From an optimization exercise on the open Yosys and OpenROAD flow, aimed at small area and a short achievable clock period; shortcuts taken in it are not production practice. Only simulation tests tie the RTL to the original design; equivalence was not proved. The clock cells of runs 2 to 4 come from the design's own scripts or RTL, not from TritonCTS. The clock input has no modelled driver; a real chip could not lean on it and would need a root buffer or a full tree. No activity file was given, so power comes from the tool's default toggle rates.

==> flow/design.v <==
`default_nettype none
package sysPkg;
    localparam int DATA_W    = 8;
    localparam int ADDR_W    = 4;
    localparam int REG_DEPTH = 16;
    typedef logic [DATA_W-1:0]   dataT;
    typedef logic [ADDR_W-1:0]   addrT;
    typedef logic [2*DATA_W-1:0] resultT;
    localparam int BIT_CYCLES = 16;
    localparam int BIT_CNT_W  = $clog2(BIT_CYCLES);
    typedef logic [BIT_CNT_W-1:0] bitCntT;
    localparam bitCntT BIT_LAST  = bitCntT'(BIT_CYCLES - 1);
    localparam bitCntT HALF_LAST = bitCntT'(BIT_CYCLES / 2 - 1);
    typedef enum logic [7:0] {
        CMD_WR_REG  = 8'hAA,
        CMD_RD_REG  = 8'hBB,
        CMD_ALU_OPS = 8'hCC,
        CMD_ALU_FN  = 8'hDD
    } cmdT;
    typedef enum logic [2:0] {
        FN_ADD, FN_SUB, FN_MUL, FN_DIV, FN_AND, FN_OR, FN_XOR, FN_CMP
    } aluFunT;
    localparam addrT REG_OP_A  = 4'd0;
    localparam addrT REG_OP_B  = 4'd1;
    localparam addrT REG_CFG   = 4'd2;
    localparam dataT CFG_RESET = 8'h01;
endpackage
`default_nettype wire
`default_nettype none
`timescale 1ns/1ps
module sysTop (
    input  wire  REF_CLK,
    input  wire  rstN,
    input  wire  rxIn,
    output logic txOut,
    output logic parityError,
    output logic stopError
);
    logic       s0, s1;       
    logic [7:0] rc;           
    logic       par;          
    logic [7:0] S;            
    logic       pe, po;       
    wire [3:0] rm      = rc[7:4];
    wire       samp    = (rc[3:0] == 4'd9);
    wire       rxIdle  = (rc == 8'd0);
    wire       rm0     = (rm == 4'd0);
    wire       glitch  = samp & rm0 & s1;
    wire       stopNow = samp & (((rm == 4'd9) & ~pe) | (rm == 4'd10));
    wire       parBad  = pe & (par ^ po);
    wire       acc     = stopNow & s1 & ~parBad;
    wire       rxShift = samp & (rm[3] ? (rm[2:0] == 3'd0) : (rm[2:0] != 3'd0));
    logic [7:0] rcInc;
    always_comb begin
        logic cy;
        cy = 1'b1;
        for (int i = 0; i < 8; i++) begin
            rcInc[i] = rc[i] ^ cy;
            cy       = cy & rc[i];
        end
    end
    always_ff @(posedge REF_CLK or negedge rstN) begin
        if (!rstN) begin
            s0          <= 1'b1;
            s1          <= 1'b1;
            rc          <= 8'd0;
            parityError <= 1'b0;
            stopError   <= 1'b0;
        end else begin
            s0 <= rxIn;
            s1 <= s0;
            if (rxIdle | glitch | stopNow) begin
                rc <= {7'd0, s1 & ~s0};
            end else begin
                rc <= rcInc;
            end
            parityError <= stopNow & parBad;
            stopError   <= stopNow & ~s1;
        end
    end
    always_ff @(posedge REF_CLK) begin
        if (samp) begin
            par <= (par & ~rm0) ^ s1;
        end
    end
    localparam logic [4:0] ST_CLR  = 5'd0;
    localparam logic [4:0] ST_P0   = 5'd1;
    localparam logic [4:0] ST_PWA  = 5'd2;
    localparam logic [4:0] ST_PWD  = 5'd3;
    localparam logic [4:0] ST_WR   = 5'd4;
    localparam logic [4:0] ST_PRA  = 5'd5;
    localparam logic [4:0] ST_RD   = 5'd6;
    localparam logic [4:0] ST_PX   = 5'd7;
    localparam logic [4:0] ST_WX   = 5'd8;
    localparam logic [4:0] ST_PY   = 5'd9;
    localparam logic [4:0] ST_WY   = 5'd10;
    localparam logic [4:0] ST_PF   = 5'd11;
    localparam logic [4:0] ST_TXA  = 5'd12;
    localparam logic [4:0] ST_TXB  = 5'd13;
    localparam logic [4:0] ST_AND  = 5'd20;
    logic [3:0]   ph;
    logic [4:0]   st;
    logic [3:0]   k;
    logic [3:0]   addr;
    logic [7:0]   H;
    logic         C;
    logic [127:0] ring;
    wire [7:0] T    = ring[7:0];
    wire [2:0] fn   = st[2:0];
    wire       ph15 = (ph == 4'd15);
    logic [3:0] phInc, kInc;
    always_comb begin
        logic cy;
        cy = 1'b1;
        for (int i = 0; i < 4; i++) begin
            phInc[i] = ph[i] ^ cy;
            cy       = cy & ph[i];
        end
        cy = 1'b1;
        for (int i = 0; i < 4; i++) begin
            kInc[i] = k[i] ^ cy;
            cy      = cy & k[i];
        end
    end
    logic       xen, inv, cin;
    wire  [7:0] X = (T & {8{xen}}) ^ {8{inv}};
    logic [7:0] sum;
    logic       co;
    always_comb begin
        logic cy;
        cy = cin;
        for (int i = 0; i < 8; i++) begin
            sum[i] = H[i] ^ X[i] ^ cy;
            cy     = (H[i] & X[i]) | (cy & (H[i] ^ X[i]));
        end
        co = cy;
    end
    wire ho = (H == 8'hFF);
    logic       lH;         
    logic       shH;        
    logic       shS;        
    logic [1:0] h7;         
    logic       sin;        
    logic       dop;        
    logic       wen;        
    logic [7:0] wdat;
    logic [1:0] cm;         
    logic       txLd;
    logic       txBit;
    logic [4:0] st_n;
    logic [3:0] k_n;
    logic [3:0] addr_n;
    logic       last;
    localparam logic [1:0] CM_HOLD = 2'd0;
    localparam logic [1:0] CM_CO   = 2'd1;   
    localparam logic [1:0] CM_PO   = 2'd2;   
    localparam logic [1:0] CM_PX   = 2'd3;   
    localparam logic [1:0] H7_0   = 2'd0;
    localparam logic [1:0] H7_C   = 2'd1;
    localparam logic [1:0] H7_ROT = 2'd2;
    wire divQ = S[0] | co;
    always_comb begin
        xen    = 1'b0;
        inv    = 1'b0;
        cin    = 1'b0;
        lH     = 1'b0;
        shH    = 1'b0;
        shS    = 1'b0;
        h7     = H7_0;
        sin    = H[0];
        dop    = 1'b0;
        wen    = 1'b0;
        wdat   = S;
        cm     = CM_HOLD;
        txLd   = 1'b0;
        txBit  = 1'b1;
        st_n   = st;
        k_n    = k;
        addr_n = addr;
        last   = 1'b0;
        case (st)
            ST_CLR: begin
                wen  = 1'b1;
                wdat = {7'd0, ph == 4'd2};
                shH  = 1'b1;
                if (ph15) st_n = ST_P0;
            end
            ST_P0: begin
                if (acc) begin
                    case (S)
                        8'hAA:   st_n = ST_PWA;
                        8'hBB:   st_n = ST_PRA;
                        8'hCC:   st_n = ST_PX;
                        8'hDD:   st_n = ST_PF;
                        default: st_n = ST_P0;
                    endcase
                end
            end
            ST_PWA: begin
                if (acc) begin
                    addr_n = S[3:0];
                    st_n   = ST_PWD;
                end
            end
            ST_PWD: begin
                if (acc) st_n = ST_WR;
            end
            ST_WR: begin
                if (ph == addr) begin
                    wen  = 1'b1;
                    st_n = ST_P0;
                end
            end
            ST_PRA: begin
                if (acc) begin
                    addr_n = S[3:0];
                    st_n   = ST_RD;
                    k_n    = 4'd0;
                end
            end
            ST_PX: begin
                if (acc) st_n = ST_WX;
            end
            ST_WX: begin
                if (ph == 4'd0) begin
                    wen  = 1'b1;
                    st_n = ST_PY;
                end
            end
            ST_PY: begin
                if (acc) st_n = ST_WY;
            end
            ST_WY: begin
                if (ph == 4'd1) begin
                    wen  = 1'b1;
                    st_n = ST_PF;
                end
            end
            ST_PF: begin
                if (acc) begin
                    st_n   = {2'b10, S[2:0]};
                    k_n    = 4'd0;
                    addr_n = 4'd1;
                end
            end
            ST_TXA, ST_TXB: begin
                if (ph15) begin
                    txLd = 1'b1;
                    if (k == 4'd0) begin
                        txBit = 1'b0;
                        cm    = CM_PO;
                    end else if (!k[3] || k == 4'd8) begin
                        txBit = S[0];
                        shH   = 1'b1;
                        shS   = 1'b1;
                        cm    = CM_PX;
                    end else if (k == 4'd9) begin
                        txBit = ~pe | C;
                    end
                end
                last = (k == {3'b101, pe});
            end
            default: begin
                if (st[4] || st == ST_RD) begin
                    if (k == 4'd1 && ph == addr) begin
                        lH  = 1'b1;
                        xen = 1'b1;
                        inv = st[4] && fn == 3'd3;
                        cin = st[4] && fn == 3'd3;
                        if (st[4] && fn == 3'd3 && co) st_n = ST_AND;
                    end
                    if (k == 4'd2 && !ph[3]) begin
                        shH = 1'b1;
                        shS = 1'b1;
                    end
                    last = (k == 4'd2);
                end
                if (st[4]) begin
                    if (ph == 4'd0 && (k == 4'd3 || (fn == 3'd2 && k >= 4'd3))) begin
                        lH  = 1'b1;
                        xen = (fn == 3'd2) ? S[0] : 1'b1;
                        cm  = CM_CO;
                    end
                    case (fn)
                        3'd0, 3'd1, 3'd7: begin
                            if (k == 4'd3) begin
                                if (ph == 4'd1) begin
                                    lH  = 1'b1;
                                    xen = 1'b1;
                                    inv = (fn != 3'd0);
                                    cin = (fn == 3'd1);
                                    cm  = CM_CO;
                                end
                                if (ph >= 4'd2 && ph <= 4'd9) begin
                                    shH = 1'b1;
                                    shS = 1'b1;
                                    if (fn == 3'd7) begin
                                        sin = (ph == 4'd2) ? ~ho : ((ph == 4'd3) ? C : 1'b0);
                                    end
                                end
                                if (ph == 4'd10 && fn != 3'd7) begin
                                    lH  = 1'b1;
                                    inv = fn[0] & C;
                                    cin = ~fn[0] & C;
                                end
                            end
                            last = (k == 4'd3);
                        end
                        3'd2: begin
                            if (k >= 4'd3 && ph == 4'd1) begin
                                shH = 1'b1;
                                shS = 1'b1;
                                h7  = H7_C;
                            end
                            last = (k == 4'd10);
                        end
                        3'd3: begin
                            if (k == 4'd3 && ph >= 4'd1 && ph <= 4'd8) begin
                                shH = 1'b1;
                                shS = 1'b1;
                            end
                            if ((k == 4'd3 && ph >= 4'd9) ||
                                (k == 4'd4 && ph != 4'd1 && ph <= 4'd8) ||
                                (k >= 4'd5 && k <= 4'd11 && ph >= 4'd2) ||
                                (k >= 4'd6 && k <= 4'd12 && ph == 4'd0)) begin
                                shH = 1'b1;
                                shS = 1'b1;
                                h7  = H7_ROT;
                            end
                            if (k >= 4'd5 && ph == 4'd1) begin
                                xen = 1'b1;
                                inv = 1'b1;
                                cin = 1'b1;
                                lH  = divQ;
                                dop = 1'b1;
                            end
                            if (k == 4'd12 && ph >= 4'd2 && ph <= 4'd9) shH = 1'b1;
                            last = (k == 4'd12);
                        end
                        default: begin
                            if (k == 4'd3 && ph >= 4'd1 && ph <= 4'd8) begin
                                shH = 1'b1;
                                shS = 1'b1;
                                sin = (fn[1:0] == 2'd0) ? (H[0] & S[0]) :
                                      (fn[1:0] == 2'd1) ? (H[0] | S[0]) : (H[0] ^ S[0]);
                            end
                            last = (k == 4'd3);
                        end
                    endcase
                end else if (st != ST_RD) begin
                    st_n = ST_P0;
                end
            end
        endcase
        if (st[4] || st == ST_RD || st == ST_TXA || st == ST_TXB) begin
            if (ph15) begin
                k_n = kInc;
                if (last) begin
                    k_n  = 4'd0;
                    st_n = (st == ST_TXA) ? ST_TXB : ((st == ST_TXB || st == ST_RD) ? ((st == ST_RD) ? ST_TXB : ST_P0) : ST_TXA);
                end
            end
        end
    end
    logic txN;    
    assign txOut = ~txN;
    always_ff @(posedge REF_CLK or negedge rstN) begin
        if (!rstN) begin
            ph  <= 4'd0;
            st  <= ST_CLR;
            txN <= 1'b0;
        end else begin
            ph <= phInc;
            st <= st_n;
            if (txLd) txN <= ~txBit;
        end
    end
    always_ff @(posedge REF_CLK) begin
        k    <= k_n;
        addr <= addr_n;
        ring <= {wen ? wdat : ring[7:0], ring[127:8]};
        if (wen && ph == 4'd2) begin
            pe <= wdat[0];
            po <= wdat[1];
        end
        if (lH) begin
            H <= sum;
        end else if (shH) begin
            H <= {(h7 == H7_C) ? C : ((h7 == H7_ROT) ? S[0] : 1'b0), H[7:1]};
        end
        if (rxShift) begin
            S <= {s1, S[7:1]};
        end else if (shS) begin
            S <= {sin, S[7:1]};
        end else if (dop) begin
            S[0] <= divQ;
        end
        case (cm)
            CM_CO:   C <= co ^ inv;
            CM_PO:   C <= po;
            CM_PX:   C <= C ^ S[0];
            default: C <= C;
        endcase
    end
endmodule
`default_nettype wire
==> flow/flow/run.sh <==
#!/bin/bash
# Standard ORFS layout, with port buffers of a faster cell than the default
# (the default picks a delay cell, which slows the output paths).
set -euo pipefail
export BUFFER_PORTS_ARGS="-buffer_cell sky130_fd_sc_hd__buf_2"
bash standard.sh finish > standard_flow.log 2>&1
==> flow/standard.sh <==
#!/bin/bash
# synth_recipe.tcl (not shown) runs the flow's synth.tcl, then flattens the netlist and writes it again
# the make line also repeats each setting of config.mk as NAME=value (left out here)
make -C /OpenROAD-flow-scripts/flow DESIGN_CONFIG=/design/flow/config.mk WORK_HOME=/design/flow/orfs CLKGATE_MAP_FILE= SYNTH_SCRIPT=/design/flow/synth_recipe.tcl "${@:-finish}"
==> flow/config.mk <==
export PLATFORM = sky130hd
export DESIGN_NAME = sysTop
export DESIGN_NICKNAME = sysTop
export VERILOG_FILES = /design/flow/design.v
export SDC_FILE = /design/flow/constraint.sdc
export NUM_CORES = 4
export LEC_CHECK = 0
export CAP_MARGIN = 20
export CORE_MARGIN = 2
export CORE_UTILIZATION = 40
export SLEW_MARGIN = 20
==> flow/constraint.sdc <==
create_clock -name core_clock -period 30.0 [get_ports {REF_CLK}]
set_input_delay 6.0000 -clock core_clock [delete_from_list [all_inputs] [get_ports {REF_CLK}]]
set_output_delay 6.0000 -clock core_clock [all_outputs]
set_load 0.01 [all_outputs]
==> results.ini, run 1 <==
[outcome]
status = complete, no violations

[min_path]
min_to = ring[53]
hold_depth = 0
min-delay-start = ring[61]
hp-class = reg2reg

[global_route]
grt_pass1_wl_um = 21200
grt_max_degree = 30
grt_util_all_layers_pct = 15.7
antenna_found_initial = 0
grt_pass1_vias = 3979
globalRouteOverflowTotal = 0
grt_use_met1_pct = 21.9
grt.busiest_layer = met2
grt_use_met3_pct = 4.04
grt_use_met2_pct = 22.5

[critical_path]
cp_top_family = adder cells
worstReg2RegEnd = H[3]
crit_chain = nand2_1 > nor3b_1 > and4_1 > a21o_1 > o21ai_1 > xnor2_1 > fa_1 > fa_1 > fa_1 > fa_1 > fa_1 > fa_1 > fa_1 > inv_1 > fa_1 > nor2_1 > o31ai_1 > nand3_1 > and3_1 > nand3_1
path_common_cell = fa_1
r2r_start = st[0]
start_kind = flop
slowest_stage = dfrtp_1
path_buf_inv = 1
critPathRequiredTime_ns = 30.08
crit_fanout = 26
cpPeakStageDelay_ns = 0.91
path_class = reg2reg
rr_worst_depth = 20
endpoint_kind = flop
r2r_slack_ns = 22.80
worstPathArrival_ns = 7.29

[drt]
drtIter0Drc = 339
drt-total-wl_um = 13000
via_count = 4139
wl_per_cell_um = 16.2
viasPerCell = 5.15
drc = 0
firstDrtPassIters = 6
antenna_left = 0

[sta]
timing.fmax_mhz = 139
worst_pin_slew_ns = 1.07
hold_viol = 0
fin_skew_ns = 0.00834
finalSetupTns_ns = 0
final.setup.worst_slack_ns = 22.80
finalSetupViolCount = 0
post-route-min-period_ns = 7.20
finalMaxSlewViolations = 0
max-slew-margin-rel_pct = 27.7
rsz0062_at_grt = no
fin_crit_sh_pct = 24.0

[power_and_ir_drop]
sw_frac_of_total_pct = 22.8
ir_drop_mv = 0.0582
pwr-share-comb_pct = 2.4
clkPwrFrac_pct = 45.9
netSwitchingPower_mw = 0.109
power_density_nw_per_um2 = 64.9
p_leak_nw = 3.00
internal-power_mw = 0.368
seqPwrFrac_pct = 51.7

[synth]
syn_area_um2 = 6570
synth_cells = 575
synth_flop_cell = dfxtp_1
ys_seq_area_share_pct = 59.7
synth_nets = 606
avgSynthCellArea_um2 = 11.4
synth_cell_types = 74
async_reset_ff_share_pct = 12.4
ys_warn_count = 1
synth-seq-cells = 178
synth_edf_count = 24

[clocking]
cts_resized = 0
clk-insertion-delay-late_ns = 0.42
clk_pin_slew_ns = 0.07
cts_hold_buf = 0
cts_tree = done
cts_made_buffers = 17
cts-root-buf = clkbuf_16
htreeDepth = 4
cts_num_sinks = 178
ctsLongestPathBuffers = 2
cts_setup_buffers = 0

[floorplan]
die_area_um2 = 17500
core_area_um2 = 15900
pin_count = 6
start_util_pct = 41.2
fp-row-count = 46
die_h_um = 132
die_x_um = 132

[run]
drv_cap = 0

[place]
dp_slack_ns = 22.86
hpwlAfterDp_um = 9090
dp_cells = 772
place_congestion = 0.904
numPortBuffers = 5

[finish]
fill_cells = 1473
finalNonFillerCells = 804
layout_commonest_cell = dfxtp_1
synthToLayoutAreaGrowth_pct = 11.9
layout-drive-gt1-share_pct = 8.67
diodes = 0
layout_common_cells = 132 x dfxtp_1, 43 x nor2_1, 37 x nand2_1
nets = 606

[worst max path at each step]
stage                      from  endpoint  cells past startpoint
final                     st[0]      H[3]                     20
after global placement     k[1]      H[1]                     22
after detailed placement   k[1]      H[3]                     22
after floorplan             txN     txOut                      1
after CTS                  k[1]      H[3]                     22
after global routing       k[1]      H[3]                     22
[layout make-up]
class                           instances  area (um^2)  share of cell area, %
Clock buffer                           19          464                   6.32
Clock inverter                         13          135                   1.84
Inverter                               20         75.1                   1.02
Multi-Input combinational cell        352         2460                   33.4
Sequential cell                       178         3920                   53.3
Tap cell                              216          270                   3.68
Timing Repair Buffer                    6         32.5                  0.443
[cells by family (layout without fill, tap and decap cells)]
logic type	Yosys count	after routing	synth area share, %
adders and majority gates	28	28	6.25
AOI/OAI and AO/OA	100	100	9.87
DFF	178	178	59.7
and+or+nand+nor	186	186	15.8
muxes	17	17	2.65
xor gates and xnor gates	21	21	2.80
buffers and inverters	45	58	2.94
[flip-flops by register name (all words and copies together), names as in the netlist, 4 cells and up]
signal and count:
H 8, ph 4, k 4, S 8, st 5, ring 128
rc 8, addr 4
[synth_stat cells (all sizes together) (3+ instances only)]
master	instances	share of area [%]
nor2	43	2.5
o21a	3	0.34
xnor2	10	1.3
xor2	11	1.5
nand2b	10	0.95
nand3	12	0.91
o31a	4	0.53
and2	11	1.0
a21oi	21	1.6
or3	4	0.46
dfxtp	132	40
o21ai	29	2.2
or2	3	0.29
dfrtp	20	7.6
nor3	7	0.53
nor2b	7	0.67
a22o	3	0.40
clkbuf	10	0.57
a211oi	3	0.34
nand2	37	2.1
ha	20	3.8
a31oi	7	0.67
fa	8	2.4
nand4b	3	0.40
inv	20	1.1
mux2	3	0.51
nand4	15	1.4
edfxtp	24	11
and3	4	0.38
nor4bb	3	0.46
buf	15	1.2
o31ai	6	0.69
a21o	4	0.46
nand3b	3	0.34
nor3b	9	1.3
mux2i	14	2.1
[power by group through the flow]
stage / Sequential, mW / Combinational (mW) / Clock [mW]
finish: 0.246 / 0.0116 / 0.219
global route: 0.246 / 0.0146 / 0.235
CTS: 0.246 / 0.0121 / 0.225
detailed placement: 0.252 / 0.0120 / 0
global placement: 0.251 / 0.0116 / 0
floorplan: 0.251 / 0.00908 / 0
[layer usage]
layer  up-vias  wire length, um
met5         -                0
met1      1966             6420
met2       113             5610
met4         0              397
li1       2026                -
met3        34              591
[stage by stage]
| stage | utilization [%] | total power [mW] | cell area, um^2 | hold slack, ns |
|---|---|---|---|---|
| floorplan | - | 0.260 | 6570 | 0.310 |
| global placement | 42.3 | 0.263 | 6750 | 0.311 |
| detailed placement | 42.3 | 0.264 | 6750 | 0.312 |
| CTS | 46.1 | 0.483 | 7350 | 0.326 |
| global route | 46.1 | 0.496 | 7350 | 0.329 |
| finish | 46.1 | 0.477 | 7350 | 0.321 |
==> inputs of run 2 (changes only) <==
--- a/flow/design.v
+++ b/flow/design.v
@@ -44,3 +44,3 @@
     wire [3:0] rm      = rc[7:4];
-    wire       samp    = (rc[3:0] == 4'd9);
+    wire       samp    = (rc[3:0] == 4'd15);
     wire       rxIdle  = (rc == 8'd0);
@@ -72,3 +72,3 @@
             if (rxIdle | glitch | stopNow) begin
-                rc <= {7'd0, s1 & ~s0};
+                rc <= {5'd0, {3{s1 & ~s0}}};
             end else begin
@@ -89,12 +89,9 @@
     localparam logic [4:0] ST_PWD  = 5'd3;
-    localparam logic [4:0] ST_WR   = 5'd4;
-    localparam logic [4:0] ST_PRA  = 5'd5;
-    localparam logic [4:0] ST_RD   = 5'd6;
-    localparam logic [4:0] ST_PX   = 5'd7;
-    localparam logic [4:0] ST_WX   = 5'd8;
-    localparam logic [4:0] ST_PY   = 5'd9;
-    localparam logic [4:0] ST_WY   = 5'd10;
-    localparam logic [4:0] ST_PF   = 5'd11;
-    localparam logic [4:0] ST_TXA  = 5'd12;
-    localparam logic [4:0] ST_TXB  = 5'd13;
+    localparam logic [4:0] ST_PRA  = 5'd4;
+    localparam logic [4:0] ST_RD   = 5'd8;
+    localparam logic [4:0] ST_PX   = 5'd5;
+    localparam logic [4:0] ST_PY   = 5'd6;
+    localparam logic [4:0] ST_PF   = 5'd7;
+    localparam logic [4:0] ST_TXA  = 5'd24;
+    localparam logic [4:0] ST_TXB  = 5'd25;
     localparam logic [4:0] ST_AND  = 5'd20;
@@ -145,4 +142,6 @@
     logic       wen;        
+    logic       wpSet;      
+    logic       wp;
     logic [7:0] wdat;
-    logic [1:0] cm;         
+    logic [2:0] cm;         
     logic       txLd;
@@ -153,6 +152,7 @@
     logic       last;
-    localparam logic [1:0] CM_HOLD = 2'd0;
-    localparam logic [1:0] CM_CO   = 2'd1;   
-    localparam logic [1:0] CM_PO   = 2'd2;   
-    localparam logic [1:0] CM_PX   = 2'd3;   
+    localparam logic [2:0] CM_HOLD = 3'd0;
+    localparam logic [2:0] CM_CO = 3'd1;   
+    localparam logic [2:0] CM_PO = 3'd2;   
+    localparam logic [2:0] CM_PX = 3'd3;   
+    localparam logic [2:0] CM_DS   = 3'd4;   
     localparam logic [1:0] H7_0   = 2'd0;
@@ -160,3 +160,3 @@
     localparam logic [1:0] H7_ROT = 2'd2;
-    wire divQ = S[0] | co;
+    wire divQ = S[0] ^ C ^ co;    
     always_comb begin
@@ -171,3 +171,4 @@
         dop    = 1'b0;
-        wen    = 1'b0;
+        wen    = wp && ph == addr;
+        wpSet  = 1'b0;
         wdat   = S;
@@ -205,8 +206,5 @@
             ST_PWD: begin
-                if (acc) st_n = ST_WR;
-            end
-            ST_WR: begin
-                if (ph == addr) begin
-                    wen  = 1'b1;
-                    st_n = ST_P0;
+                if (acc) begin
+                    wpSet = 1'b1;
+                    st_n  = ST_P0;
                 end
@@ -221,8 +219,6 @@
             ST_PX: begin
-                if (acc) st_n = ST_WX;
-            end
-            ST_WX: begin
-                if (ph == 4'd0) begin
-                    wen  = 1'b1;
-                    st_n = ST_PY;
+                if (acc) begin
+                    wpSet  = 1'b1;
+                    addr_n = 4'd0;
+                    st_n   = ST_PY;
                 end
@@ -230,8 +226,6 @@
             ST_PY: begin
-                if (acc) st_n = ST_WY;
-            end
-            ST_WY: begin
-                if (ph == 4'd1) begin
-                    wen  = 1'b1;
-                    st_n = ST_PF;
+                if (acc) begin
+                    wpSet  = 1'b1;
+                    addr_n = 4'd1;
+                    st_n   = ST_PF;
                 end
@@ -263,3 +257,3 @@
             default: begin
-                if (st[4] || st == ST_RD) begin
+                if ((st[4] && !st[3]) || st == ST_RD) begin
                     if (k == 4'd1 && ph == addr) begin
@@ -277,3 +271,3 @@
                 end
-                if (st[4]) begin
+                if (st[4] && !st[3]) begin
                     if (ph == 4'd0 && (k == 4'd3 || (fn == 3'd2 && k >= 4'd3))) begin
@@ -331,6 +325,7 @@
                                 xen = 1'b1;
-                                inv = 1'b1;
-                                cin = 1'b1;
-                                lH  = divQ;
+                                inv = ~C;
+                                cin = ~C;
+                                lH  = 1'b1;
                                 dop = 1'b1;
+                                cm  = CM_DS;
                             end
@@ -354,3 +349,3 @@
         endcase
-        if (st[4] || st == ST_RD || st == ST_TXA || st == ST_TXB) begin
+        if (st[4] || st == ST_RD) begin
             if (ph15) begin
@@ -380,2 +375,3 @@
         addr <= addr_n;
+        wp   <= wpSet | (wp & ~(ph == addr) & (st != ST_CLR));
         ring <= {wen ? wdat : ring[7:0], ring[127:8]};
@@ -401,2 +397,3 @@
             CM_PX:   C <= C ^ S[0];
+            CM_DS:   C <= ~divQ;
             default: C <= C;
==> flow/flow/run.sh (replaced) <==
#!/bin/bash
# Standard ORFS layout (the standard.sh) with three changes to how the
# layout is made; the design, clock period and constraints are unchanged:
#  - port buffers use buf_2 instead of the default delay cell;
#  - the clock is distributed by flow/cts.tcl: the clock port drives four
#    clkbuf_8, each driving two clkbuf_16 that each drive an eighth of the
#    flip-flops (balanced, one level less than TritonCTS builds here);
#  - repair_timing works on every path slower than 6.6 ns, not only on
#    paths that fail the 30 ns clock.
# All tool output goes to standard_flow.log and ORFS's own logs.
set -euo pipefail
here=$(pwd)
export BUFFER_PORTS_ARGS="-buffer_cell sky130_fd_sc_hd__buf_2"
export PRE_CTS_TCL="$here/flow/cts.tcl"
export FLAT_L1_CELL=sky130_fd_sc_hd__clkbuf_8
export FLAT_L2_CELL=sky130_fd_sc_hd__clkbuf_16
export FLAT_DEPTH=3
export SETUP_SLACK_MARGIN=23.4
bash standard.sh finish > standard_flow.log 2>&1
==> flow/flow/cts.tcl (new file) <==
# Clock distribution with two buffer levels: the clock port drives four
# first-level buffers, each of which drives a quarter of the second-level
# buffers (FLAT_DEPTH 3: 8, 4: 16), each driving an equal share of the flip-flops (split by position, alternating
# median cuts in x and y). This replaces clock_tree_synthesis.
rename clock_tree_synthesis orfs_clock_tree_synthesis

proc flat_split {sinks axis depth} {
  if {$depth == 0} { return [list $sinks] }
  set idx [expr {$axis == 0 ? 1 : 2}]
  set s [lsort -integer -index $idx $sinks]
  set h [expr {[llength $s] / 2}]
  set a [lrange $s 0 [expr {$h - 1}]]
  set b [lrange $s $h end]
  return [concat [flat_split $a [expr {1 - $axis}] [expr {$depth - 1}]] \
                 [flat_split $b [expr {1 - $axis}] [expr {$depth - 1}]]]
}

proc flat_buf {block master name cx cy innet} {
  set inst [odb::dbInst_create $block $master $name]
  $inst setLocation [expr {$cx - [$master getWidth] / 2}] [expr {$cy - [$master getHeight] / 2}]
  $inst setPlacementStatus PLACED
  set net [odb::dbNet_create $block "${name}_net"]
  $net setSigType CLOCK
  [$inst findITerm A] connect $innet
  [$inst findITerm X] connect $net
  return $net
}

proc clock_tree_synthesis {args} {
  set block [ord::get_db_block]
  set db [ord::get_db]
  set clk [$block findNet REF_CLK]
  set sinks {}
  foreach it [$clk getITerms] {
    if {[[$it getMTerm] getName] eq "CLK"} {
      set bb [[$it getInst] getBBox]
      lappend sinks [list $it [expr {([$bb xMin] + [$bb xMax]) / 2}] [expr {([$bb yMin] + [$bb yMax]) / 2}]]
    }
  }
  set depth [expr {[info exists ::env(FLAT_DEPTH)] ? $::env(FLAT_DEPTH) : 3}]
  set groups [flat_split $sinks 0 $depth]
  set per [expr {[llength $groups] / 4}]
  set m1 [$db findMaster $::env(FLAT_L1_CELL)]
  set m2 [$db findMaster $::env(FLAT_L2_CELL)]
  set cent {}
  foreach grp $groups {
    set sx 0
    set sy 0
    foreach s $grp {
      set sx [expr {$sx + [lindex $s 1]}]
      set sy [expr {$sy + [lindex $s 2]}]
    }
    lappend cent [list [expr {$sx / [llength $grp]}] [expr {$sy / [llength $grp]}]]
  }
  for {set i 0} {$i < 4} {incr i} {
    set mx 0
    set my 0
    for {set j [expr {$per * $i}]} {$j < $per * ($i + 1)} {incr j} {
      set mx [expr {$mx + [lindex $cent $j 0]}]
      set my [expr {$my + [lindex $cent $j 1]}]
    }
    set n1 [flat_buf $block $m1 "clkbuf_l1_$i" [expr {$mx / $per}] [expr {$my / $per}] $clk]
    for {set j [expr {$per * $i}]} {$j < $per * ($i + 1)} {incr j} {
      set c [lindex $cent $j]
      set n2 [flat_buf $block $m2 "clkbuf_l2_$j" [lindex $c 0] [lindex $c 1] $n1]
      foreach s [lindex $groups $j] {
        set it [lindex $s 0]
        $it disconnect
        $it connect $n2
      }
      puts "clock: leaf $j drives [llength [lindex $groups $j]] sinks"
    }
  }
  global_connect
}
--- a/flow/config.mk
+++ b/flow/config.mk
@@ -9,3 +9,3 @@
 export CORE_MARGIN = 2
-export CORE_UTILIZATION = 40
+export CORE_UTILIZATION = 65
 export SLEW_MARGIN = 20
==> run 2 against run 1 <==
  * Register-to-register slack gained 0.81 ns
  * Maximum frequency grew 5.4%
  * First-iteration DRC count up 10%
  * Critical path type is now reg2out
  * Highest routed layer unchanged
==> results.ini, run 2 <==
[min_path]
min_to = ring[93]
hp-class = reg2reg
min-delay-start = ring[101]
hold_depth = 0

[critical_path]
r2r_slack_ns = 23.61
critPathRequiredTime_ns = 24.00
path_class = reg2out
worstReg2RegEnd = st[0]
crit_fanout = 2
rr_worst_depth = 21
worstPathArrival_ns = 0.83
start_kind = flop
endpoint_kind = primary output
r2r_start = ph[0]

[finish]
regMostFlops = ring
diodes = 0
layout-drive-gt1-share_pct = 8.99
nets = 588
synthToLayoutAreaGrowth_pct = 5.78
layout_common_cells = 133 x dfxtp_1, 48 x nand2_1, 38 x nor2_1
layout_commonest_cell = dfxtp_1
largest_register_ffs = 128

[power_and_ir_drop]
seqPwrFrac_pct = 63.7
p_total_mw = 0.393
ir_drop_mv = 0.0750
sw_frac_of_total_pct = 20.0
internal-power_mw = 0.314
power_density_nw_per_um2 = 56.5
netSwitchingPower_mw = 0.0784
clkPwrFrac_pct = 32.0
p_leak_nw = 2.83
pwr-share-comb_pct = 4.3

[drt]
firstDrtPassIters = 6
viasPerCell = 6.24
drc = 0
via_count = 4296
antenna_left = 0
wl_per_cell_um = 20.4
drtIter0Drc = 373
drt-total-wl_um = 14100

[global_route]
antenna_found_initial = 0
grt_pass1_wl_um = 22800
grt_pass1_vias = 4265
globalRouteOverflowTotal = 0
grt_util_all_layers_pct = 26.1
grt_max_degree = 24

[synth]
ys_seq_area_share_pct = 59.9
synth_cell_types = 83
synth.most_common_cell = dfxtp_1
synth-seq-cells = 179
synth_cells = 552
synthTopCellsByCount = 133 x dfxtp_1, 48 x nand2_1, 38 x nor2_1, 24 x edfxtp_1, 23 x inv_1
avgSynthCellArea_um2 = 11.9
synth_area_leader_cell = dfxtp_1
synthTopCellsByArea = dfxtp_1 40%, edfxtp_1 11%, dfrtp_1 7.6%
synth_edf_count = 24
async_reset_ff_share_pct = 12.3
synth_flop_cell = dfxtp_1
synth_nets = 582
ys_warn_count = 1
syn_area_um2 = 6580
synth_top_area_share_pct = 40.5

[sta]
finalSetupTns_ns = 0
finalSetupViolCount = 0
fin_crit_sh_pct = 22.8
post-route-min-period_ns = 6.83
fin_skew_ns = 0.0400
rsz0062_at_grt = yes
hold_viol = 0
max-slew-margin-rel_pct = 55.0
worst_pin_slew_ns = 0.670
timing.fmax_mhz = 146
finalMaxSlewViolations = 0

[place]
place_congestion = 0.946
numPortBuffers = 5
hpwlAfterDp_um = 9770

[floorplan]
die_h_um = 105
start_util_pct = 67.0
pin_count = 6
fp-row-count = 36
die_area_um2 = 10900
core_area_um2 = 9820
die_x_um = 105

[clocking]
clk_pin_slew_ns = 0.11
clk-insertion-delay-late_ns = 0.31

[run]
drv_cap = 0

[outcome]
status = complete, no violations

run 2: metal layers:
| layer | GRT usage [%] | vias to the layer above | wire [um] |
|---|---|---|---|
| met2 | 44.6 | 226 | 6750 |
| met1 | 35.2 | 2064 | 5750 |
| met3 | 3.81 | 55 | 1080 |
| li1 | - | 1951 | - |
| met5 | 0 | - | 0 |
| met4 | 7.05 | 0 | 478 |
run 2: repair_timing:
item | 4_1_cts | 5_1_grt
endpoints found under the setup margin | 0 | 5
endpoints found under the hold margin | 0 | 0
hold buffers | 0 | 0
resized for setup | 0 | 4
setup buffers | 0 | 2
run 2: worst max-delay path by stage:
| stage | slack (ns) | endpoint | cells past startpoint | startpoint |
|---|---|---|---|---|
| global placement | 23.49 | txOut | 2 | txN |
| finish | 23.17 | txOut | 2 | txN |
| floorplan | 23.57 | txOut | 1 | txN |
| detailed placement | 23.49 | txOut | 2 | txN |
| global route | 23.11 | txOut | 2 | txN |
| CTS | 23.49 | txOut | 2 | txN |
run 2: cells by family (layout without fill, tap and decap cells):
group | Yosys count | after routing | synth area share (%)
mux | 20 | 20 | 3.18
buf+inv | 38 | 42 | 2.72
xor+xnor | 20 | 20 | 2.66
compound gates | 94 | 94 | 11.5
flops | 179 | 179 | 59.9
fa+ha+maj | 27 | 27 | 6.05
simple gates | 174 | 174 | 14.1
run 2: layout make-up:
| type | instances | area, um^2 |
|---|---|---|
| multi-input combinational | 335 | 2470 |
| fill | 710 | 2860 |
| buffer | 12 | 255 |
| sequential | 179 | 3940 |
| timing repair buffer | 7 | 40.0 |
| inverter | 23 | 86.3 |
| tap | 133 | 166 |
run 2: through the flow:
stage               cells  cell area [um^2]  hold slack (ns)  worst slack [ns]  utilization [%]
detailed placement    675              6680            0.312             23.49             68.0
floorplan             552              6580            0.310             23.57                -
CTS                   687              6930            0.312             23.49             70.6
finish                689              6960            0.311             23.17             70.8
global placement      675              6680            0.310             23.49             68.0
global route          689              6960            0.327             23.11             70.8
run 2: power groups by stage:
stage	Sequential [mW]	Combinational [mW]	Clock (mW)
6_report	0.250	0.0168	0.126
5_1_grt	0.251	0.0190	0.136
4_1_cts	0.256	0.0170	0.102
3_5_place_dp	0.255	0.0164	0
3_3_place_gp	0.255	0.0147	0
2_1_floorplan	0.254	0.0122	0
run 2: critical path: stages, from the launching register on:
cell     delay (ns)
dfrtp_1        0.37
inv_1          0.05
buf_2          0.12
==> inputs of run 3 (changes only) <==
--- a/flow/design.v
+++ b/flow/design.v
@@ -100,3 +100,2 @@
     logic [3:0]   k;
-    logic [3:0]   addr;
     logic [7:0]   H;
@@ -121,4 +120,4 @@
     end
-    logic       xen, inv, cin;
-    wire  [7:0] X = (T & {8{xen}}) ^ {8{inv}};
+    logic       inv, cin;
+    wire  [7:0] X = T ^ {8{inv}};
     logic [7:0] sum;
@@ -150,3 +149,2 @@
     logic [3:0] k_n;
-    logic [3:0] addr_n;
     logic       last;
@@ -160,5 +158,5 @@
     localparam logic [1:0] H7_ROT = 2'd2;
+    localparam logic [1:0] H7_CS  = 2'd3;
     wire divQ = S[0] ^ C ^ co;    
     always_comb begin
-        xen    = 1'b0;
         inv    = 1'b0;
@@ -171,3 +169,3 @@
         dop    = 1'b0;
-        wen    = wp && ph == addr;
+        wen    = wp && ph == k;
         wpSet  = 1'b0;
@@ -179,3 +177,2 @@
         k_n    = k;
-        addr_n = addr;
         last   = 1'b0;
@@ -201,3 +198,3 @@
                 if (acc) begin
-                    addr_n = S[3:0];
+                    k_n    = S[3:0];
                     st_n   = ST_PWD;
@@ -213,3 +210,2 @@
                 if (acc) begin
-                    addr_n = S[3:0];
                     st_n   = ST_RD;
@@ -221,3 +217,3 @@
                     wpSet  = 1'b1;
-                    addr_n = 4'd0;
+                    k_n    = 4'd0;
                     st_n   = ST_PY;
@@ -228,3 +224,3 @@
                     wpSet  = 1'b1;
-                    addr_n = 4'd1;
+                    k_n    = 4'd1;
                     st_n   = ST_PF;
@@ -236,3 +232,2 @@
                     k_n    = 4'd0;
-                    addr_n = 4'd1;
                 end
@@ -258,5 +253,4 @@
                 if ((st[4] && !st[3]) || st == ST_RD) begin
-                    if (k == 4'd1 && ph == addr) begin
+                    if (k == 4'd1 && ph == ((st == ST_RD) ? S[3:0] : 4'd1)) begin
                         lH  = 1'b1;
-                        xen = 1'b1;
                         inv = st[4] && fn == 3'd3;
@@ -273,4 +267,3 @@
                     if (ph == 4'd0 && (k == 4'd3 || (fn == 3'd2 && k >= 4'd3))) begin
-                        lH  = 1'b1;
-                        xen = (fn == 3'd2) ? S[0] : 1'b1;
+                        lH  = (fn == 3'd2) ? S[0] : 1'b1;
                         cm  = CM_CO;
@@ -282,3 +275,2 @@
                                     lH  = 1'b1;
-                                    xen = 1'b1;
                                     inv = (fn != 3'd0);
@@ -290,2 +282,3 @@
                                     shS = 1'b1;
+                                    if (fn == 3'd1 || (fn == 3'd0 && ph == 4'd2)) h7 = H7_C;
                                     if (fn == 3'd7) begin
@@ -294,7 +287,2 @@
                                 end
-                                if (ph == 4'd10 && fn != 3'd7) begin
-                                    lH  = 1'b1;
-                                    inv = fn[0] & C;
-                                    cin = ~fn[0] & C;
-                                end
                             end
@@ -306,3 +294,3 @@
                                 shS = 1'b1;
-                                h7  = H7_C;
+                                h7  = H7_CS;
                             end
@@ -324,3 +312,2 @@
                             if (k >= 4'd5 && ph == 4'd1) begin
-                                xen = 1'b1;
                                 inv = ~C;
@@ -374,4 +361,3 @@
         k    <= k_n;
-        addr <= addr_n;
-        wp   <= wpSet | (wp & ~(ph == addr) & (st != ST_CLR));
+        wp   <= wpSet | (wp & ~(ph == k) & (st != ST_CLR));
         ring <= {wen ? wdat : ring[7:0], ring[127:8]};
@@ -384,3 +370,8 @@
         end else if (shH) begin
-            H <= {(h7 == H7_C) ? C : ((h7 == H7_ROT) ? S[0] : 1'b0), H[7:1]};
+            case (h7)
+                H7_C:    H <= {C, H[7:1]};
+                H7_ROT:  H <= {S[0], H[7:1]};
+                H7_CS:   H <= {C & S[0], H[7:1]};
+                default: H <= {1'b0, H[7:1]};
+            endcase
         end
==> run 3 against run 2 <==
  * Sequential cell count decreased by 4
  * Still clean on timing, DRC and antenna
  * Via count is 1.5% lower
  * Routed wire length is 7.5% lower
  * Worst setup slack got worse by 0.013 ns
  * Sequential power fell by 3%
==> results.ini, run 3 <==
[outcome]
status = complete, no violations

[global_route]
grt_pass1_wl_um = 21200
grt_util_all_layers_pct = 24.1
grt_max_degree = 27
globalRouteOverflowTotal = 0
antenna_found_initial = 0
grt_pass1_vias = 4061

[critical_path]
crit_fanout = 2
cpPeakStageDelay_ns = 0.39
start_kind = flop
crit_chain = inv_2 > buf_6
critPathRequiredTime_ns = 24.00
path_class = reg2out
endpoint_kind = primary output
slowest_stage = dfrtp_1
worstPathArrival_ns = 0.85

[synth]
synth_area_leader_cell = dfxtp_1
synth_cells = 579
synth_nets = 611
synth_top_area_share_pct = 40.9
synth_cell_types = 71
synthTopCellsByArea = dfxtp_1 41%, edfxtp_1 9.2%, dfrtp_1 7.7%
async_reset_ff_share_pct = 12.6
avgSynthCellArea_um2 = 11.3
synth-seq-cells = 175
ys_seq_area_share_pct = 58.6
ys_warn_count = 1
synthTopCellsByCount = 133 x dfxtp_1, 43 x nor2_1, 37 x nand2_1, 23 x a21oi_1, 23 x inv_1
synth_edf_count = 20
syn_area_um2 = 6520
synth.most_common_cell = dfxtp_1
synth_flop_cell = dfxtp_1

[finish]
layout_common_cells = 133 x dfxtp_1, 43 x nor2_1, 37 x nand2_1
fill_cells = 715
nets = 607
layout_commonest_cell = dfxtp_1
diodes = 0
regMostFlops = ring
layout-drive-gt1-share_pct = 7.50
largest_register_ffs = 128
synthToLayoutAreaGrowth_pct = 5.41

[run]
drv_cap = 0

[drt]
wl_per_cell_um = 18.4
via_count = 4230
firstDrtPassIters = 5
viasPerCell = 5.99
drc = 0
antenna_left = 0
drtIter0Drc = 356
drt-total-wl_um = 13000

[sta]
fin_crit_sh_pct = 22.8
finalSetupViolCount = 0
post-route-min-period_ns = 6.85
fin_skew_ns = 0.0240
max-slew-margin-rel_pct = 37.9
final.setup.worst_slack_ns = 23.15
finalSetupTns_ns = 0
hold_viol = 0
timing.fmax_mhz = 146
rsz0062_at_grt = yes
worst_pin_slew_ns = 0.929
finalMaxSlewViolations = 0

[power_and_ir_drop]
p_leak_nw = 2.83
power_density_nw_per_um2 = 55.6
ir_drop_mv = 0.0720

[clocking]
clk-insertion-delay-late_ns = 0.30
clk_pin_slew_ns = 0.09

[place]
place_congestion = 1.06
numPortBuffers = 5
dp_slack_ns = 23.46
hpwlAfterDp_um = 9100

[floorplan]
fp-row-count = 36
die_area_um2 = 10800
pin_count = 6
die_h_um = 104
die_x_um = 104
start_util_pct = 66.7
core_area_um2 = 9770

[min_path]
hp-class = reg2reg

## run 3: changes by cell type after synthesis, sizes merged, moves of 4 or more
cell / delta
nand4: +4
o21ai: +4
clkbuf: +11
nor2: +4
nor2b: -5
a21oi: +8
nand2: -12
o32ai: -4
nand3: +7
edfxtp: -4
a22o: -4
nand2b: +5
## run 3: stage by stage
step / power (mW) / hold slack (ns) / utilization [%] / std cells / cell area [um^2]
after floorplan: 0.259 / 0.310 / - / 579 / 6520
after global placement: 0.262 / 0.310 / 67.4 / 692 / 6590
after detailed placement: 0.264 / 0.312 / 67.4 / 692 / 6590
after CTS: 0.367 / 0.312 / 70.0 / 704 / 6850
after global routing: 0.398 / 0.324 / 70.3 / 706 / 6870
final: 0.382 / 0.314 / 70.3 / 706 / 6870
## run 3: area by class of cell
| class | count | area, um^2 | area share, % |
|---|---|---|---|
| Timing Repair Buffer | 7 | 46.3 | 0.674 |
| Tap cell | 133 | 166 | 2.42 |
| Inverter | 23 | 86.3 | 1.26 |
| Sequential cell | 175 | 3820 | 55.6 |
| Multi-Input combinational cell | 356 | 2500 | 36.3 |
| Buffer | 12 | 255 | 3.72 |
## run 3: path summary, 6_finish.rpt
| check | startpoint | end | slack, ns | cells after the start |
|---|---|---|---|---|
| setup reg to reg | st[2] | C | 23.66 | 20 |
| min in group asynchronous | rstN | txN | 5.68 | 1 |
| setup / recovery | txN | txOut | 23.15 | 2 |
| hold reg to reg | ring[15] | ring[7] | 0.31 | 0 |
| hold / removal | ring[15] | ring[7] | 0.31 | 0 |
| max in group asynchronous | rstN | s0 | 23.94 | 1 |
## run 3: timing repair
action / 4_1_cts / 5_1_grt
hold endpoints to repair: 0 / 0
gates resized for setup: 0 / 4
buffers inserted: 0 / 2
hold buffers: 0 / 0
endpoints found under the setup margin: 0 / 8
## run 3: critical path, delay by kind of cell (launching register included)
family | cells | cell delay, ns
buf+inv | 2 | 0.15
flops | 1 | 0.39
## run 3: metal layers
metal / part of all wire (%) / global-route usage, % / vias up
li1: - / - / 2011
met1: 44 / 35.2 / 2048
met2: 48 / 39.9 / 147
met3: 5.4 / 2.44 / 24
met4: 2.0 / 4.34 / 0
met5: 0 / 0 / -
## run 3: power by group
part / internal [mW] / leakage (nW) / switching [mW] / total [mW]
registers: 0.240 / 1.53 / 0.00318 / 0.243
clock network: 0.0600 / 0.127 / 0.0630 / 0.123
logic: 0.00751 / 1.18 / 0.00830 / 0.0158
## run 3: cell families (layout without fill, tap and decap cells)
group           after synthesis  after routing  synth area share (%)
xor+xnor                     23             23                  3.09
flops                       175            175                  58.6
mux                          19             19                  2.98
buf+inv                      48             42                  3.13
fa+ha+maj                    29             29                  6.49
compound gates              103            103                  10.7
simple gates                182            182                  15.1
==> inputs of run 4 (changes only) <==
--- a/flow/design.v
+++ b/flow/design.v
@@ -279,8 +279,8 @@
                                 end
-                                if (ph >= 4'd2 && ph <= 4'd9) begin
+                                if (ph[3]) begin
                                     shH = 1'b1;
                                     shS = 1'b1;
-                                    if (fn == 3'd1 || (fn == 3'd0 && ph == 4'd2)) h7 = H7_C;
+                                    if (fn == 3'd1 || (fn == 3'd0 && ph == 4'd8)) h7 = H7_C;
                                     if (fn == 3'd7) begin
-                                        sin = (ph == 4'd2) ? ~ho : ((ph == 4'd3) ? C : 1'b0);
+                                        sin = (ph == 4'd8) ? ~ho : ((ph == 4'd9) ? C : 1'b0);
                                     end
@@ -299,3 +299,3 @@
                         3'd3: begin
-                            if (k == 4'd3 && ph >= 4'd1 && ph <= 4'd8) begin
+                            if (k == 4'd3 && ph[3]) begin
                                 shH = 1'b1;
@@ -303,5 +303,4 @@
                             end
-                            if ((k == 4'd3 && ph >= 4'd9) ||
-                                (k == 4'd4 && ph != 4'd1 && ph <= 4'd8) ||
-                                (k >= 4'd5 && k <= 4'd11 && ph >= 4'd2) ||
+                            if ((k >= 4'd4 && k <= 4'd11 && ph >= 4'd2) ||
+                                (k == 4'd4 && ph == 4'd0) ||
                                 (k >= 4'd6 && k <= 4'd12 && ph == 4'd0)) begin
@@ -318,3 +317,3 @@
                             end
-                            if (k == 4'd12 && ph >= 4'd2 && ph <= 4'd9) shH = 1'b1;
+                            if (k == 4'd12 && ph[3]) shH = 1'b1;
                             last = (k == 4'd12);
@@ -322,3 +321,3 @@
                         default: begin
-                            if (k == 4'd3 && ph >= 4'd1 && ph <= 4'd8) begin
+                            if (k == 4'd3 && ph[3]) begin
                                 shH = 1'b1;
==> flow/flow/run.sh (replaced) <==
#!/bin/bash
# Standard ORFS layout (the standard.sh) with three changes to how the
# layout is made; the design, clock period and constraints are unchanged:
#  - port buffers use buf_2 instead of the default delay cell;
#  - the clock is distributed by flow/cts.tcl instead of TritonCTS: the
#    clock port drives two clkbuf_8, each driving three clkbuf_16, each of
#    which drives a sixth of the flip-flops (balanced, two levels);
#  - repair_timing works on every path slower than 6.85 ns, not only on
#    paths that fail the 30 ns clock.
# All tool output goes to standard_flow.log and ORFS's own logs.
set -euo pipefail
here=$(pwd)
export BUFFER_PORTS_ARGS="-buffer_cell sky130_fd_sc_hd__buf_2"
export PRE_CTS_TCL="$here/flow/cts.tcl"
export FLAT_L1_CELL=sky130_fd_sc_hd__clkbuf_8
export FLAT_L2_CELL=sky130_fd_sc_hd__clkbuf_16
export FLAT_N1=2
export FLAT_F=3
export SETUP_SLACK_MARGIN=23.15
bash standard.sh finish > standard_flow.log 2>&1
==> flow/flow/cts.tcl (replaced) <==
rename clock_tree_synthesis orfs_clock_tree_synthesis

proc flat_chunks {lst n} {
  set out {}
  set len [llength $lst]
  for {set i 0} {$i < $n} {incr i} {
    set a [expr {($len * $i) / $n}]
    set b [expr {($len * ($i + 1)) / $n - 1}]
    lappend out [lrange $lst $a $b]
  }
  return $out
}

proc flat_buf {block master name cx cy innet} {
  set inst [odb::dbInst_create $block $master $name]
  $inst setLocation [expr {$cx - [$master getWidth] / 2}] [expr {$cy - [$master getHeight] / 2}]
  $inst setPlacementStatus PLACED
  set net [odb::dbNet_create $block "${name}_net"]
  $net setSigType CLOCK
  [$inst findITerm A] connect $innet
  [$inst findITerm X] connect $net
  return $net
}

proc flat_centre {pts} {
  set sx 0
  set sy 0
  foreach p $pts {
    set sx [expr {$sx + [lindex $p 1]}]
    set sy [expr {$sy + [lindex $p 2]}]
  }
  return [list [expr {$sx / [llength $pts]}] [expr {$sy / [llength $pts]}]]
}

proc clock_tree_synthesis {args} {
  set block [ord::get_db_block]
  set db [ord::get_db]
  set clk [$block findNet REF_CLK]
  set n1 $::env(FLAT_N1)
  set f $::env(FLAT_F)
  set sinks {}
  foreach it [$clk getITerms] {
    if {[[$it getMTerm] getName] eq "CLK"} {
      set bb [[$it getInst] getBBox]
      lappend sinks [list $it [expr {([$bb xMin] + [$bb xMax]) / 2}] [expr {([$bb yMin] + [$bb yMax]) / 2}]]
    }
  }
  set m1 [$db findMaster $::env(FLAT_L1_CELL)]
  set m2 [$db findMaster $::env(FLAT_L2_CELL)]
  set i 0
  foreach strip [flat_chunks [lsort -integer -index 1 $sinks] $n1] {
    set groups [flat_chunks [lsort -integer -index 2 $strip] $f]
    set cents {}
    foreach g $groups { lappend cents [concat x [flat_centre $g]] }
    set c1 [flat_centre $cents]
    set net1 [flat_buf $block $m1 "clkbuf_l1_$i" [lindex $c1 0] [lindex $c1 1] $clk]
    set j 0
    foreach g $groups {
      set c [lindex $cents $j]
      set net2 [flat_buf $block $m2 "clkbuf_l2_${i}_$j" [lindex $c 1] [lindex $c 2] $net1]
      foreach s $g {
        set it [lindex $s 0]
        $it disconnect
        $it connect $net2
      }
      puts "clock: buffer ${i}_$j drives [llength $g] flip-flops"
      incr j
    }
    incr i
  }
  global_connect
}
--- a/flow/config.mk
+++ b/flow/config.mk
@@ -7,2 +7,3 @@
 export LEC_CHECK = 0
+export ABC_AREA = 1
 export CAP_MARGIN = 20
==> run 4 against run 3 <==
  * Synthesized cell count grew 9.2%
  * Maximum frequency decreased by 0.51%
  * Sequential power hardly changed
  * Worst setup slack got worse by 0.035 ns
  * Still clean on timing, DRC and antenna
  * Utilization down 1.2 points
  * First-iteration DRC count is 21% lower
==> results.ini, run 4 <==
[outcome]
status = complete, no violations

[power_and_ir_drop]
netSwitchingPower_mw = 0.0765
p_total_mw = 0.366
seqPwrFrac_pct = 66.7
clkPwrFrac_pct = 28.4
ir_drop_mv = 0.0688
p_leak_nw = 3.00
power_density_nw_per_um2 = 54.9
sw_frac_of_total_pct = 20.9
internal-power_mw = 0.289
pwr-share-comb_pct = 4.9

[finish]
layout_commonest_cell = dfxtp_1
synthToLayoutAreaGrowth_pct = 4.87
layout_common_cells = 133 x dfxtp_1, 103 x nand2_1, 79 x inv_1
regMostFlops = ring
diodes = 0
largest_register_ffs = 128
layout-drive-gt1-share_pct = 8.02
nets = 668
finalNonFillerCells = 769

[critical_path]
worstPathArrival_ns = 0.88
worstReg2RegEnd = st[0]
crit_chain = inv_2 > buf_6
rr_worst_depth = 27
r2r_slack_ns = 24.01
cpPeakStageDelay_ns = 0.40
slowest_stage = dfrtp_1
path_buf_inv = 2
critPathRequiredTime_ns = 24.00
crit_fanout = 2
path_class = reg2out
endpoint_kind = primary output
r2r_start = st[1]
cp_top_family = flip-flops
start_kind = flop
worst-path-stages = 2

[sta]
fin_skew_ns = 0.0264
fin_crit_sh_pct = 22.9
max-slew-margin-rel_pct = 40.7
finalSetupViolCount = 0
worst_pin_slew_ns = 0.889
timing.fmax_mhz = 145
finalMaxSlewViolations = 0
post-route-min-period_ns = 6.88
rsz0062_at_grt = yes
hold_viol = 0
finalSetupTns_ns = 0

[floorplan]
start_util_pct = 65.9
core_area_um2 = 9640
die_x_um = 103
pin_count = 6
die_area_um2 = 10600
die_h_um = 103
fp-row-count = 36

[place]
numPortBuffers = 5
place_congestion = 0.892
hpwlAfterDp_um = 9680
dp_cells = 761

[drt]
drc = 0
wl_per_cell_um = 17.0
antenna_left = 0
drtIter0Drc = 281
viasPerCell = 5.43
drt-total-wl_um = 13100
firstDrtPassIters = 5
via_count = 4177

[global_route]
globalRouteOverflowTotal = 0
grt_pass1_vias = 4139
grt_util_all_layers_pct = 26.2
grt_max_degree = 31
grt_pass1_wl_um = 21300
antenna_found_initial = 0

[synth]
synth_simple_gate_area_share_pct = 16.1
synth_flop_cell = dfxtp_1
ys_warn_count = 1
synth_cell_types = 44
synthTopCellsByArea = dfxtp_1 42%, edfxtp_1 9.5%, dfrtp_1 7.9%
synth.most_common_cell = dfxtp_1
syn_area_um2 = 6350
synth_top_family_by_area = simple AND/OR/NAND/NOR gates
synth_nets = 662
synth_fa_ha_area_share_pct = 6.26
avgSynthCellArea_um2 = 10.0
async_reset_ff_share_pct = 12.6
synthMuxAreaShare_pct = 0
ys_seq_area_share_pct = 60.1
synth_cells = 632
synth-compound-area-share_pct = 8.53
synth_area_leader_cell = dfxtp_1
synthTopCellsByCount = 133 x dfxtp_1, 103 x nand2_1, 80 x inv_1, 58 x nor2_1, 28 x nand3_1
synth-seq-cells = 175
synth_top_area_share_pct = 41.9
synth_edf_count = 20
synthXorXnorAreaFrac_pct = 2.76

[clocking]
clk-insertion-delay-late_ns = 0.33
cts_setup_buffers = 0
cts_hold_buf = 0
clk_pin_slew_ns = 0.11
cts_resized = 0

[min_path]
min_to = ring[0]
hold_depth = 0
hp-class = reg2reg
min-delay-start = ring[8]

[run]
drv_cap = 0

==> run 4: cell types whose count changed in the layout (fill, tap and decap cells not counted), moves of 9 or more <==
cell      change
nor2_1       +15
nand3_1      +12
inv_1        +57
mux2i_1      -16
nand2_1      +66
o21ai_2      +10
nand2b_1      -9
xnor2_1      -11
and2_1        -9
==> run 4: worst max-delay path by stage <==
stage	startpoint	to	slack, ns
finish	txN	txOut	23.12
detailed placement	txN	txOut	23.46
global route	txN	txOut	23.08
global placement	txN	txOut	23.48
floorplan	txN	txOut	23.57
CTS	txN	txOut	23.47
==> run 4: kinds of logic after synthesis <==
family / Yosys count
adder cells (fa/ha/maj): 27
XOR/XNOR: 20
AO/OA/AOI/OAI: 84
buffers and inverters: 96
AND/OR/NAND/NOR: 230
flip-flops: 175
==> run 4: routing by layer <==
| metal | wire length, um | track usage (%) | up-vias |
|---|---|---|---|
| li1 | - | - | 2043 |
| met3 | 585 | 1.69 | 16 |
| met4 | 208 | 5.36 | 0 |
| met5 | 0 | 0 | - |
| met1 | 5950 | 37.1 | 2001 |
| met2 | 6350 | 45.2 | 117 |
==> run 4: layout make-up <==
class	instances	area (um^2)
Buffer	8	178
Fill cell	762	2980
Inverter	86	323
Multi-Input combinational cell	361	2140
Sequential cell	175	3820
Tap cell	133	166
Timing Repair Buffer	6	38.8
==> run 4: metrics by stage <==
stage / util [%] / area, um^2 / hold slack, ns / setup WS [ns]
6_report: 69.1 / 6660 / 0.307 / 23.12
5_1_grt: 69.1 / 6660 / 0.324 / 23.08
4_1_cts: 69.0 / 6650 / 0.312 / 23.47
3_5_place_dp: 67.2 / 6480 / 0.312 / 23.46
3_3_place_gp: 67.2 / 6480 / 0.310 / 23.48
2_1_floorplan: - / 6350 / 0.310 / 23.57
==> run 4: power groups by stage <==
| stage | clock network, mW | logic [mW] | registers, mW |
|---|---|---|---|
| after detailed placement | 0 | 0.0172 | 0.249 |
| after global placement | 0 | 0.0146 | 0.248 |
| after CTS | 0.0827 | 0.0179 | 0.249 |
| after global routing | 0.113 | 0.0206 | 0.245 |
| final | 0.104 | 0.0178 | 0.244 |
| after floorplan | 0 | 0.0119 | 0.248 |

## port drivers added, routing unchanged
How much do the figures lean on ideal ports? The routed layouts below were timed once more, with nothing changed but the port constraints.
Step 1, drivers: a clkbuf_16 drives REF_CLK and a buf_2 each remaining input, both assumed.
Step 2 adds t to the input delays and takes it off the output delays; t is the mean of the earliest and latest rising clock arrival at the registers after step 1. Input paths then give back, and output paths get back, about the clock's delay inside the block.
Slacks: ideal / step 1 / step 2; pairs: ideal / step 1.
| run | t, ns | slack for setup (ns) | slew at the worst register clock pin (ns) | worst data-port slew with drivers (ns) |
|---|---|---|---|---|
| run 1 | 0.457 | 22.796 / 22.796 / 22.796 | 0.07 / 0.07 | 0.03 |
| run 2 | 0.351 | 23.165 / 23.107 / 23.457 | 0.11 / 0.11 | 0.03 |
| run 3 | 0.346 | 23.153 / 23.093 / 23.439 | 0.09 / 0.09 | 0.03 |
| run 4 | 0.361 | 23.118 / 23.079 / 23.440 | 0.11 / 0.11 | 0.03 |
After both steps every run listed still meets setup and hold.
